This design comes from an exercise in tuning for small area on the open sky130 flow, not from production work. Function was checked by simulation only, so behaviour that the tests miss may differ from the original. Power is estimated from default activity; no workload was simulated.

==> 05-24 <==
Design xdom_top, start of the top module:
module xdom_top (
  input  logic                                          clk,
  input  logic                                          rst,
  input  logic [12-1:0]                        i_adr,
  input  logic                                          i_wr,
  input  logic [16-1:0]                       i_wr_data,
  input  logic [16-1:0]                       i_vnum,
  input  logic [24-1:0]                   i_wvb_armed,
  input  logic [24-1:0][32-1:0] i_disc_scaler,
  input  logic                                          i_pg_ack,
  output logic [16-1:0]                       o_rd_data,
  output logic [16+11:0]                      o_trig_bundle,
  output logic [24-1:0]                   o_trig_run,
  output logic [24-1:0]                   o_wvb_arm,
  output logic [2*24-1:0]                 o_adc_delay_ce,
  output logic [2*24-1:0]                 o_adc_delay_inc,
  output logic [2*24-1:0]                 o_adc_bitslip,
  output logic [24-1:0]                   o_discr_bitslip,
  output logic [6-1:0]                    o_pulser_trig,
  output logic [28-1:0]                     o_pg_req_addr,
  output logic                                          o_pg_optype,
  output logic                                          o_pg_req,
  output logic                                          o_ddr3_sys_rst
);
  ...
==> module pulser_timer, before the edit <==
module pulser_timer (
  input  logic                        clk,
  input  logic                        rst,
  input  logic [31:0]                 i_period,
  input  logic                        i_period_chg,
  input  logic [6-1:0]  i_enable,
  input  logic [6-1:0]  i_single,
  output logic [6-1:0]  o_pulser_trig
);
  logic [31:0] rem;
  logic        tick;
  logic        restart;
  logic        wrap;
  assign restart = (i_period == '0) || i_period_chg;
  assign wrap    = (rem == 32'd1);
  always_ff @(posedge clk) begin
    if (restart || wrap) rem <= i_period;
    else                 rem <= rem - 32'd1;
  end
  always_ff @(posedge clk) begin
    if (rst) tick <= 1'b0;
    else     tick <= !restart && wrap;
  end
  assign o_pulser_trig = i_single | ({6{tick}} & i_enable);
endmodule
export LEC_CHECK = 0
export CAP_MARGIN = 10
export CORE_AREA = 5 5 325 325
export CTS_BUF_LIST = sky130_fd_sc_hd__clkbuf_8
export CTS_CLUSTER_DIAMETER = 50
export CTS_CLUSTER_SIZE = 14
export DIE_AREA = 0 0 330 330
export SLEW_MARGIN = 10
create_clock -name core_clock -period 10.0 [get_ports {clk}]
standard.sh (not shown) runs the stock make flow with config.mk's settings and CLKGATE_MAP_FILE= SYNTH_SCRIPT=/design/flow/synth_recipe.tcl, a recipe that flattens the netlist after the stock synthesis.
==> flow/flow/run.sh <==
#!/bin/bash
# The standard layout (standard.sh), with these changes:
#  - synthesis is the standard one except that ABC maps the logic with an
#    area-oriented script (flow/abc_area.script) instead of the speed script;
#    the flip-flops are mapped before ABC runs, so they are untouched;
#  - each port is buffered by the smallest buffer cell instead of the default
#    delay buffer;
set -euo pipefail
here=$(pwd)

# Standard synthesis script with only the abc script swapped
sed 's#log_cmd abc {\*}\$abc_args#log_cmd abc {*}[lreplace $abc_args 1 1 '"$here"'/flow/abc_area.script]#' \
  "$FLOW_HOME/scripts/synth.tcl" > my_synth_core.tcl
grep -q 'flow/abc_area.script' my_synth_core.tcl
sed 's#source \$::env(SCRIPTS_DIR)/synth.tcl#source '"$here"'/my_synth_core.tcl#' synth_recipe.tcl > my_synth.tcl
grep -q 'my_synth_core.tcl' my_synth.tcl
sed 's#/synth_recipe\.tcl#/my_synth.tcl#' standard.sh > my_standard.sh
grep -q 'SYNTH_SCRIPT=[^ ]*/my_synth.tcl' my_standard.sh

export BUFFER_PORTS_ARGS="-buffer_cell sky130_fd_sc_hd__buf_1"
export CTS_ARGS="-sink_clustering_enable -repair_clock_nets -dont_use_dummy_load \
  -buf_list sky130_fd_sc_hd__clkbuf_8 -sink_clustering_size 14 -sink_clustering_max_diameter 50"
bash my_standard.sh "$@" > standard_flow.log 2>&1
==> flow/flow/abc_area.script <==
&get -n
&st
&dch
&nf -R 1000 -p -C 32 -F 8 -A 4
&put
mfs2
&get -n
&st
&dch
&nf -R 1000 -p -C 32 -F 8 -A 4
&put
mfs2
&get -n
&st
&dch
&nf -R 1000 -p -C 32 -F 8 -A 4
&put
==> 01-08 (differences from 05-24) <==
--- a/flow/design.v
+++ b/flow/design.v
@@ -241,13 +241,15 @@
   output logic [6-1:0]  o_pulser_trig
 );
-  logic [31:0] rem;
+  logic [31:0] count;
+  logic [31:0] count_inc;
   logic        tick;
   logic        restart;
   logic        wrap;
-  assign restart = (i_period == '0) || i_period_chg;
-  assign wrap    = (rem == 32'd1);
+  assign restart   = (i_period == '0) || i_period_chg;
+  assign count_inc = count + 32'd1;
+  assign wrap      = (count_inc == i_period);
   always_ff @(posedge clk) begin
-    if (restart || wrap) rem <= i_period;
-    else                 rem <= rem - 32'd1;
+    if (restart || wrap) count <= '0;
+    else                 count <= count_inc;
   end
   always_ff @(posedge clk) begin
==> flow/flow/run.sh (replaced) <==
#!/bin/bash
set -euo pipefail
export BUFFER_PORTS_ARGS="-buffer_cell sky130_fd_sc_hd__buf_1"
bash standard.sh > standard_flow.log 2>&1
CAP_MARGIN = 0   (was 10)
CTS_BUF_LIST = sky130_fd_sc_hd__clkbuf_4 sky130_fd_sc_hd__clkbuf_8   (was sky130_fd_sc_hd__clkbuf_8)
CTS_CLUSTER_DIAMETER = default   (was 50)
CTS_CLUSTER_SIZE = default   (was 14)
SLEW_MARGIN = 0   (was 10)
removed: flow/flow/abc_area.script
==> qor summary <==
Run status: 01-08 finished clean; 05-24 finished clean
Setup Slack @ Placement: 01-08 2.70 ns; 05-24 2.84 ns
Peak supply drop: 01-08 76.7 uV; 05-24 83.0 uV
Sequential-to-total area share from yosys stat: 01-08 41.6%; 05-24 47.3%
Fmax: 01-08 0.134 GHz; 05-24 0.137 GHz
Routability congestion estimate from global placement: 01-08 1.04; 05-24 1.07
Leakage Power: 01-08 0.00741 uW; 05-24 0.00660 uW
Starting DRT DRC Count: 01-08 3909; 05-24 4107
Cell area after placement: 01-08 0.0229 sq mm; 05-24 0.0214 sq mm
Hold slack: 01-08 0.382 ns; 05-24 0.373 ns
End point of the worst hold path: 01-08 io_ctrl_demux_i.sel_q[1]; 05-24 io_ctrl_demux_i.cmd_qn[0]
Non-clock inverter count in the final layout: 01-08 9; 05-24 3
Number of placed instances with taps included: 01-08 4221; 05-24 4007
Metal3 WL: 01-08 29500 microns; 05-24 19300 microns
Wire length the detailed router placed on met1: 01-08 76800 microns; 05-24 56100 microns
Core occupancy in the finished layout: 01-08 23.8%; 05-24 21.7%
Worst relative slew slack: 01-08 7.41%; 05-24 15.2%
Slew at the pin with the worst max-slew slack: 01-08 1.39 ns; 05-24 1.27 ns
Number of non-clock buffers: 01-08 1178; 05-24 1181
# diodes: 01-08 104; 05-24 35
Vias in the first global route: 01-08 22300; 05-24 20300
Period minus WS final: 01-08 7.44 ns; 05-24 7.30 ns

==> inputs of willow <==
Starting RTL as in the previous note.
==> flow/config.mk <==
export PLATFORM = sky130hd
export DESIGN_NAME = xdom_top
export DESIGN_NICKNAME = xdom_top
export VERILOG_FILES = /design/flow/design.v
export SDC_FILE = /design/flow/constraint.sdc
export NUM_CORES = 4
export LEC_CHECK = 0
export CAP_MARGIN = 0
export CORE_AREA = 5 5 325 325
export CTS_BUF_LIST = sky130_fd_sc_hd__clkbuf_8
export CTS_CLUSTER_DIAMETER = 50
export CTS_CLUSTER_SIZE = 14
export DIE_AREA = 0 0 330 330
export SLEW_MARGIN = 0
==> flow/constraint.sdc <==
create_clock -name core_clock -period 10.0 [get_ports {clk}]
set_input_delay 2.0000 -clock core_clock [delete_from_list [all_inputs] [get_ports {clk}]]
set_output_delay 2.0000 -clock core_clock [all_outputs]
set_load 0.01 [all_outputs]
==> flow/flow/run.sh <==
#!/bin/bash
# The standard layout (standard.sh), with two changes:
#  - synthesis is the standard one except that ABC maps the logic with an
#    area-oriented script (flow/abc_area.script) instead of the speed script;
#    the flip-flops are mapped before ABC runs, so they are untouched;
#  - each port is buffered by the smallest buffer cell instead of the default
#    delay buffer.
set -euo pipefail
here=$(pwd)

# Standard synthesis script with only the abc script swapped
sed 's#log_cmd abc {\*}\$abc_args#log_cmd abc {*}[lreplace $abc_args 1 1 '"$here"'/flow/abc_area.script]#' \
  "$FLOW_HOME/scripts/synth.tcl" > my_synth_core.tcl
grep -q 'flow/abc_area.script' my_synth_core.tcl
sed 's#source \$::env(SCRIPTS_DIR)/synth.tcl#source '"$here"'/my_synth_core.tcl#' synth_recipe.tcl > my_synth.tcl
grep -q 'my_synth_core.tcl' my_synth.tcl
sed 's#/synth_recipe\.tcl#/my_synth.tcl#' standard.sh > my_standard.sh
grep -q 'SYNTH_SCRIPT=[^ ]*/my_synth.tcl' my_standard.sh

export BUFFER_PORTS_ARGS="-buffer_cell sky130_fd_sc_hd__buf_1"
bash my_standard.sh "$@" > standard_flow.log 2>&1
==> flow/flow/abc_area.script <==
&get -n
&st
&dch
&nf -R 1000 -p -C 32 -F 8 -A 4
&put
mfs2
&get -n
&st
&dch
&nf -R 1000 -p -C 32 -F 8 -A 4
&put
mfs2
&get -n
&st
&dch
&nf -R 1000 -p -C 32 -F 8 -A 4
&put
==> ember: changes against willow <==
--- a/flow/flow/run.sh
+++ b/flow/flow/run.sh
@@ -1,9 +1,11 @@
 #!/bin/bash
-# The standard layout (standard.sh), with two changes:
+# The standard layout (standard.sh), with these changes:
 #  - synthesis is the standard one except that ABC maps the logic with an
 #    area-oriented script (flow/abc_area.script) instead of the speed script;
 #    the flip-flops are mapped before ABC runs, so they are untouched;
 #  - each port is buffered by the smallest buffer cell instead of the default
-#    delay buffer.
+#    delay buffer;
+#  - after global routing, gates on paths with spare slack are downsized
+#    (RECOVER_POWER), which shrinks cells the earlier repairs had upsized;
 set -euo pipefail
 here=$(pwd)
@@ -18,4 +20,7 @@
 grep -q 'SYNTH_SCRIPT=[^ ]*/my_synth.tcl' my_standard.sh
 
+export RECOVER_POWER=100
 export BUFFER_PORTS_ARGS="-buffer_cell sky130_fd_sc_hd__buf_1"
+export CTS_ARGS="-sink_clustering_enable -repair_clock_nets -dont_use_dummy_load \
+  -buf_list sky130_fd_sc_hd__clkbuf_8 -sink_clustering_size 14 -sink_clustering_max_diameter 50"
 bash my_standard.sh "$@" > standard_flow.log 2>&1
- CAP_MARGIN: 0 -> 10
- SLEW_MARGIN: 0 -> 10
==> qor summary <==
|  | ember | willow |
|---|---|---|
| Outcome | complete, but fails checks | no timing/DRC/antenna violations |
| Reasons for failing layout checks | max-capacitance violations, max-slew violations | - |
| DR WL/cell | 37.47 µm | 37.29 µm |
| Pre-CTS worst setup slack | 2841 ps | 2838 ps |
| Fin area | 21970 µm² | 22360 µm² |
| Post-detailed-placement half-perimeter wirelength | 126.0 mm | 126.0 mm |
| First-iteration detailed-routing DRC count | 3947 | 3768 |
| Via count of the first global-routing pass | 20325 | 20490 |
| Total power density per cell area | 118.1 nW/µm² | 126.4 nW/µm² |
| Amount of wire on met3 after detailed routing | 19.19 mm | 18.15 mm |
| Number of pins exceeding their max-slew limit in the final report | 274 | 0 |
| WL met2 | 69.11 mm | 68.09 mm |
| Final worst slack | 2158 ps | 2708 ps |
| Endpoint with the worst hold slack | io_ctrl_demux_i.cmd_qn[0] | io_ctrl_demux_i.cmd_qn[2] |
| Per-cell via count in the routed design | 5.342 | 5.273 |
| Count of clock-net buffers in the final layout | 40 | 42 |
| Startpoint of the most critical register-to-register path | xdom_regs_i.o_scaler_sel[4] | xdom_regs_i.o_scaler_sel[3] |

==> inputs of build 28 <==
Starting RTL as in the previous note.
export LEC_CHECK = 0
export CAP_MARGIN = 10
export CORE_AREA = 5 5 325 325
export CTS_BUF_LIST = sky130_fd_sc_hd__clkbuf_8
export CTS_CLUSTER_DIAMETER = 50
export CTS_CLUSTER_SIZE = 18
export DIE_AREA = 0 0 330 330
export SLEW_MARGIN = 10
create_clock -name core_clock -period 10.0 [get_ports {clk}]
==> flow/flow/run.sh <==
#!/bin/bash
# The standard layout (standard.sh), with these changes:
#  - synthesis is the standard one except that ABC maps the logic with an
#    area-oriented script (flow/abc_area.script) instead of the speed script;
#    the flip-flops are mapped before ABC runs, so they are untouched;
#  - each port is buffered by the smallest buffer cell instead of the default
#    delay buffer;
set -euo pipefail
here=$(pwd)

# Standard synthesis script with only the abc script swapped
sed 's#log_cmd abc {\*}\$abc_args#log_cmd abc {*}[lreplace $abc_args 1 1 '"$here"'/flow/abc_area.script]#' \
  "$FLOW_HOME/scripts/synth.tcl" > my_synth_core.tcl
grep -q 'flow/abc_area.script' my_synth_core.tcl
sed 's#source \$::env(SCRIPTS_DIR)/synth.tcl#source '"$here"'/my_synth_core.tcl#' synth_recipe.tcl > my_synth.tcl
grep -q 'my_synth_core.tcl' my_synth.tcl
sed 's#/synth_recipe\.tcl#/my_synth.tcl#' standard.sh > my_standard.sh
grep -q 'SYNTH_SCRIPT=[^ ]*/my_synth.tcl' my_standard.sh

export BUFFER_PORTS_ARGS="-buffer_cell sky130_fd_sc_hd__buf_1"
export CTS_ARGS="-sink_clustering_enable -repair_clock_nets -dont_use_dummy_load \
  -buf_list sky130_fd_sc_hd__clkbuf_8 -sink_clustering_size 18 -sink_clustering_max_diameter 50"
bash my_standard.sh "$@" > standard_flow.log 2>&1
Scripts as last shown in full above: flow/flow/abc_area.script
==> build 45: changes against build 28 <==
--- a/flow/flow/run.sh
+++ b/flow/flow/run.sh
@@ -20,4 +20,4 @@
 export BUFFER_PORTS_ARGS="-buffer_cell sky130_fd_sc_hd__buf_1"
 export CTS_ARGS="-sink_clustering_enable -repair_clock_nets -dont_use_dummy_load \
-  -buf_list sky130_fd_sc_hd__clkbuf_8 -sink_clustering_size 18 -sink_clustering_max_diameter 50"
+  -buf_list sky130_fd_sc_hd__clkbuf_8 -sink_clustering_size 14 -sink_clustering_max_diameter 50"
 bash my_standard.sh "$@" > standard_flow.log 2>&1
CTS_CLUSTER_SIZE = 14   (was 18)
PLACE_DENSITY = 0.75   (was unset)
==> results.ini <==
[cells_and_area]
fillCellCount=11500
final_area_um2=22100
final_core_util_pct=21.8
multi_input_area_um2=8000

[power]
p_comb_share_pct=16.7

[clocking]
clkTransAtPathRegs_ns=0.07

[place]
place_area_um2=21500

[sta]
fin_crit_ns=7.21

[min_path]
whs_endpoint=io_ctrl_demux_i.cmd_qn[1]
hp-start=xdom_regs_i.o_io_cmd[1]

[route]
met3WireLength_um=15300
drtIter0Drc=4002

[outcome]
status=no timing/DRC/antenna violations

# the run above: build 45

==> results.ini <==
[outcome]
status=no timing/DRC/antenna violations

[sta]
fin_crit_ns=7.33
finalSetupViolCount=0
finalCritPeriodShare_pct=73.3

[min_path]
hp-start=xdom_regs_i.o_io_cmd[0]
whs_endpoint=io_ctrl_demux_i.cmd_qn[0]

[cells_and_area]
final_core_util_pct=21.7
largestRegisters=pulser_timer_i.rem (32), xdom_rd_mux_i.scaler_q (32), xdom_regs_i.o_pulse_period (32)
fillCellCount=11400
multi_input_area_um2=8020
final_area_um2=22000

[power]
intPower_mw=1.76

[route]
drtIter0Drc=4017
met3WireLength_um=18600

[clocking]
cts_root_buf=clkbuf_8
clkTransAtPathRegs_ns=0.08

[place]
place_area_um2=21400

[floorplan]
rows=117

# the run above: build 28

-- static timing again, ports no longer ideal --
Ports are ideal in the flow. The routed layouts listed here were re-timed in OpenROAD. Step 1 assumes that a clkbuf_16 drives the clock port and a buf_2 every other input. Step 2 times the ports against the registers' clock, not the clock port: input delays grow and output delays shrink by t, the midpoint of the rising clock arrivals with the driver on. Three values: ideal ports, drivers, drivers and shift; two values: the first two.
run	shift t [ns]	setup slack, ns	worst setup path at the end	latest minus earliest clock arrival (ns)	worst slew at a driven data input, ns
05-24	0.631	2.699 / 2.667 / 2.667	input to output	0.077 / 0.077	0.43
01-08	0.703	2.558 / 2.528 / 2.528	input to output	0.046 / 0.046	0.37
willow	0.669	2.708 / 2.678 / 2.678	input to output	0.034 / 0.035	0.61
ember	0.634	2.158 / 2.147 / 1.547	input to register	0.077 / 0.078	0.42
build 28	0.631	2.670 / 2.638 / 2.638	input to output	0.123 / 0.123	0.44
build 45	0.643	2.792 / 2.758 / 2.758	input to output	0.089 / 0.089	0.36
For ember, which loses most, drivers alone change the setup slack by -0.011 ns; drivers and shift together by -0.611 ns.
